Background: an optimization exercise with open tools, aiming at small area, a short achievable clock period and few clock cycles per item. Do not read the settings as production practice.
In this exercise RTL edits were held to simulation tests only and were not proved equivalent to the original.
Power and IR drop assume default switching activity.

Design solar_load_shift_decision, start of the top module:
module solar_load_shift_decision #(
	parameter int HISTORY_DEPTH = slsd_pkg::HISTORY_DEPTH_DEF,
	parameter int RING_TAPS     = slsd_pkg::RING_TAPS_DEF
) (
	input  logic                            clk,
	input  logic                            arst_n,
	input  logic                            wr_en,
	input  logic [slsd_pkg::CFG_IDX_W-1:0]  wr_index,
	input  logic [slsd_pkg::CFG_DATA_W-1:0] wr_data,
	input  logic                            sample_valid,
	output logic                            sample_ready,
	input  logic [slsd_pkg::LOAD_W-1:0]     sample_load_power,
	input  logic [slsd_pkg::SOLAR_W-1:0]    sample_solar_power,
	input  logic [slsd_pkg::DELTA_W-1:0]    sample_solar_energy_delta,
	input  logic [slsd_pkg::HOUR_W-1:0]     sample_hour,
	output logic                            result_valid,
	input  logic                            result_ready,
	output logic                            result_run_loads,
	output logic [slsd_pkg::DEV_W-1:0]      result_plug_count,
	output logic [slsd_pkg::EST_W-1:0]      result_solar_estimate
);
	localparam int M      = HISTORY_DEPTH / RING_TAPS;
	localparam int PH_W   = $clog2(M);
	localparam int TAP_W  = $clog2(RING_TAPS);
  ...
clock: 7.5 ns
lec_check: 0
cap_margin: 20
core_margin: 2
core_utilization: 62
cts_cluster_diameter: 80
cts_cluster_size: 25
setup_slack_margin: 4.6
slew_margin: 20
synth_memory_max_bits: 8192
run.sh (not shown) runs the stock make flow with config.mk's settings and CLKGATE_MAP_FILE= SYNTH_SCRIPT=/design/flow/synth_recipe.tcl, a recipe that flattens the netlist after the stock synthesis.
The first run ran to the end with no violations.
Testbench counts at the start, summed over its fixed seeds: cycles 9,235, items 9,000.
Next try:
==> flow/flow/run.sh (new file) <==
#!/bin/bash
# The standard layout (standard.sh, its synthesis unchanged) with these settings changed:
# - the port buffers are sky130_fd_sc_hd__buf_4 instead of the delay buffer buffer_ports picks
#   by itself (every port still gets its own buffer);
# - timing repair may resize cells across footprints;
# - clock tree synthesis clusters up to 25 sinks within 80 um per leaf buffer and inserts no
#   dummy loads (the tree is still one balanced tree from the clock port).
# Every tool's output goes to orfs/logs/ as usual; make's own output goes to flow.log here.
set -euo pipefail
bash standard.sh \
	"BUFFER_PORTS_ARGS=-buffer_cell sky130_fd_sc_hd__buf_4" \
	MATCH_CELL_FOOTPRINT=0 \
	"CTS_ARGS=-sink_clustering_enable -repair_clock_nets -dont_use_dummy_load -sink_clustering_size 25 -sink_clustering_max_diameter 80" \
	finish > flow.log 2>&1
==> flow/standard.sh (new file) <==
#!/bin/bash
# synth_recipe.tcl (not shown) runs the flow's synth.tcl, then flattens the netlist and writes it again
# the make line also repeats each setting of config.mk as NAME=value (left out here)
make -C /OpenROAD-flow-scripts/flow DESIGN_CONFIG=/design/flow/config.mk WORK_HOME=/design/flow/orfs CLKGATE_MAP_FILE= SYNTH_SCRIPT=/design/flow/synth_recipe.tcl "${@:-finish}"
- CTS_CLUSTER_DIAMETER: 80 -> default
- CTS_CLUSTER_SIZE: 25 -> default
removed: flow/run.sh
After rerunning: Clock power drops by about 4%; sequential share of layout area climbs by 0.76 points; critical path depth climbs by 2; total power drops by 1.5%; wire length climbs by 2.0%; hold slack gets worse by 0.011 ns; setup slack gets worse by 0.037 ns; global-route usage climbs by 0.29 points; sequential power hardly moves.

run 1:
Another version of the RTL of solar_load_shift_decision (not shown whole).
Size: roughly 11000 cells after synthesis, ~7600 flip-flops, about 110 I/O pins, roughly 180000 sq um of cells after synthesis.
// solar_load_shift_decision
module solar_load_shift_decision #(
	parameter int HISTORY_DEPTH = slsd_pkg::HISTORY_DEPTH_DEF,
	parameter int RING_TAPS     = slsd_pkg::RING_TAPS_DEF
) (
	input  logic                            clk,
	input  logic                            arst_n,
	input  logic                            wr_en,
	input  logic [slsd_pkg::CFG_IDX_W-1:0]  wr_index,
	input  logic [slsd_pkg::CFG_DATA_W-1:0] wr_data,
	input  logic                            sample_valid,
	output logic                            sample_ready,
	input  logic [slsd_pkg::LOAD_W-1:0]     sample_load_power,
	input  logic [slsd_pkg::SOLAR_W-1:0]    sample_solar_power,
	input  logic [slsd_pkg::DELTA_W-1:0]    sample_solar_energy_delta,
	input  logic [slsd_pkg::HOUR_W-1:0]     sample_hour,
	output logic                            result_valid,
	input  logic                            result_ready,
	output logic                            result_run_loads,
	output logic [slsd_pkg::DEV_W-1:0]      result_plug_count,
	output logic [slsd_pkg::EST_W-1:0]      result_solar_estimate
);
	localparam int M      = HISTORY_DEPTH / RING_TAPS;
	localparam int PH_W   = $clog2(M);
	localparam int TAP_W  = $clog2(RING_TAPS);
	localparam int DW     = slsd_pkg::DELTA_W;
	localparam int FILL_W = $clog2(HISTORY_DEPTH + 1);
	localparam int F5_W   = $clog2(5 * HISTORY_DEPTH + 1);
	localparam int NDIG   = (F5_W + 2) / 2;          
	localparam int SUM_W  = DW + FILL_W;
	localparam int S6_W   = SUM_W + 3;               
	localparam int DD_W   = DW + 1;
	localparam int DD6_W  = DD_W + 3;                
	localparam int Z_W    = SUM_W + 4;               
	localparam int RES_W  = 1 + slsd_pkg::DEV_W + slsd_pkg::EST_W;
	localparam int DIV_W  = slsd_pkg::DIV_IN_W;
  ...
==> flow/config.mk <==
export PLATFORM = sky130hd
export DESIGN_NAME = solar_load_shift_decision
export DESIGN_NICKNAME = solar_load_shift_decision
export VERILOG_FILES = /design/flow/design.v
export SDC_FILE = /design/flow/constraint.sdc
export NUM_CORES = 4
export LEC_CHECK = 0
export CAP_MARGIN = 20
export CORE_MARGIN = 2
export CORE_UTILIZATION = 55
export CTS_CLUSTER_DIAMETER = 80
export CTS_CLUSTER_SIZE = 25
export SETUP_SLACK_MARGIN = 4.5
export SLEW_MARGIN = 20
export SYNTH_MEMORY_MAX_BITS = 8192
==> flow/constraint.sdc <==
create_clock -name core_clock -period 7.5 [get_ports {clk}]
set_input_delay 1.5000 -clock core_clock [delete_from_list [all_inputs] [get_ports {clk}]]
set_output_delay 1.5000 -clock core_clock [all_outputs]
set_load 0.01 [all_outputs]
Stock flow here: none of the scripts above is used.
Testbench counts of run 1, summed over its fixed seeds: cycles 9,235, items 9,000.
What run 2 does differently from run 1 at the input level:
Settings: CTS_CLUSTER_SIZE: 25 -> unset; CORE_UTILIZATION: 55 -> 62; SETUP_SLACK_MARGIN: 4.5 -> 4.6; CTS_CLUSTER_DIAMETER: 80 -> unset.
==> flow/flow/run.sh (new file) <==
#!/bin/bash
# The standard layout (standard.sh, its synthesis unchanged) with these settings changed:
# - the port buffers are sky130_fd_sc_hd__buf_4 instead of the delay buffer buffer_ports picks
#   by itself (every port still gets its own buffer);
# - timing repair may resize cells across footprints;
# - clock tree synthesis clusters up to 25 sinks within 80 um per leaf buffer and inserts no
#   dummy loads (the tree is still one balanced tree from the clock port).
# Every tool's output goes to orfs/logs/ as usual; make's own output goes to flow.log here.
set -euo pipefail
bash standard.sh \
	"BUFFER_PORTS_ARGS=-buffer_cell sky130_fd_sc_hd__buf_4" \
	MATCH_CELL_FOOTPRINT=0 \
	"CTS_ARGS=-sink_clustering_enable -repair_clock_nets -dont_use_dummy_load -sink_clustering_size 25 -sink_clustering_max_diameter 80" \
	finish > flow.log 2>&1
==> flow/standard.sh (new file) <==
#!/bin/bash
# synth_recipe.tcl (not shown) runs the flow's synth.tcl, then flattens the netlist and writes it again
# the make line also repeats each setting of config.mk as NAME=value (left out here)
make -C /OpenROAD-flow-scripts/flow DESIGN_CONFIG=/design/flow/config.mk WORK_HOME=/design/flow/orfs CLKGATE_MAP_FILE= SYNTH_SCRIPT=/design/flow/synth_recipe.tcl "${@:-finish}"
removed: flow/run.sh
- Of run 2 and run 1, it is run 2 that has the lower final critical delay including setup and external delays.
- In the reports for run 2 and run 1, the smaller register-to-register slack belongs to run 1.
- Summary of run 2 over run 1: via count held steady, standard cell area after detailed placement shrank by 740 sq um, post-layout worst setup margin grew by 0.034 ns.
- Run 2 vs. run 1: overall track demand over capacity in global routing went up by 2.0 points.
Input-level comparison between run 3 and run 2:
Settings: SETUP_SLACK_MARGIN changed from 4.6 to 4.5; CORE_UTILIZATION changed from 62 to 55.
==> run notes <==
Per the comparison of run 3 with run 2, detailed placement HPWL shows an increase of about 0.9%, post-route total power barely changed, register-to-register slack down 0.04 ns, number of cells in the finished layout apart from fillers now larger.
Diff run 2 -> run 3: first-pass GRT wire length roughly the same; share of power burned in registers roughly the same; sequential share of cell area roughly the same; total length of routed wires roughly the same; met3 wire length higher.
Leakage power summed over all cells essentially unchanged between run 2 and run 3.
| combined flip-flop and latch cell area | run 3 vs run 2 | ≈ equal |

==> re-timing with driven ports <==
Ports are ideal in the flow. The routed layouts listed here were re-timed in OpenROAD. Step 1, drivers: a clkbuf_16 drives clk and a buf_2 each remaining input, both assumed. Step 2, shift: input delay + t, output delay - t, t = (earliest + latest rising clock arrival at the registers) / 2. This alone moves slack from input paths to output paths. a / b / c = no drivers / after step 1 / after step 2; a / b = the first two.
| run | shift t [ns] | setup slack, ns | clock arrival spread, ns | pins driven straight from the clock port |
|---|---|---|---|---|
| the first run of note 1 | 0.983 | 4.201 / 4.201 / 3.593 | 0.069 / 0.070 | 1 |
| the second run of note 1 | 0.961 | 4.163 / 4.163 / 3.643 | 0.115 / 0.115 | 1 |
| run 1 | 0.995 | 4.311 / 4.311 / 3.594 | 0.065 / 0.066 | 1 |
| run 2 | 0.978 | 4.345 / 4.345 / 3.665 | 0.137 / 0.137 | 1 |
| run 3 | 0.965 | 4.302 / 4.302 / 3.596 | 0.122 / 0.122 | 1 |
After both steps every run listed still meets setup and hold. The setup slack of run 1, which loses most, moves by 0.000 ns with the drivers and by -0.717 ns with both steps.
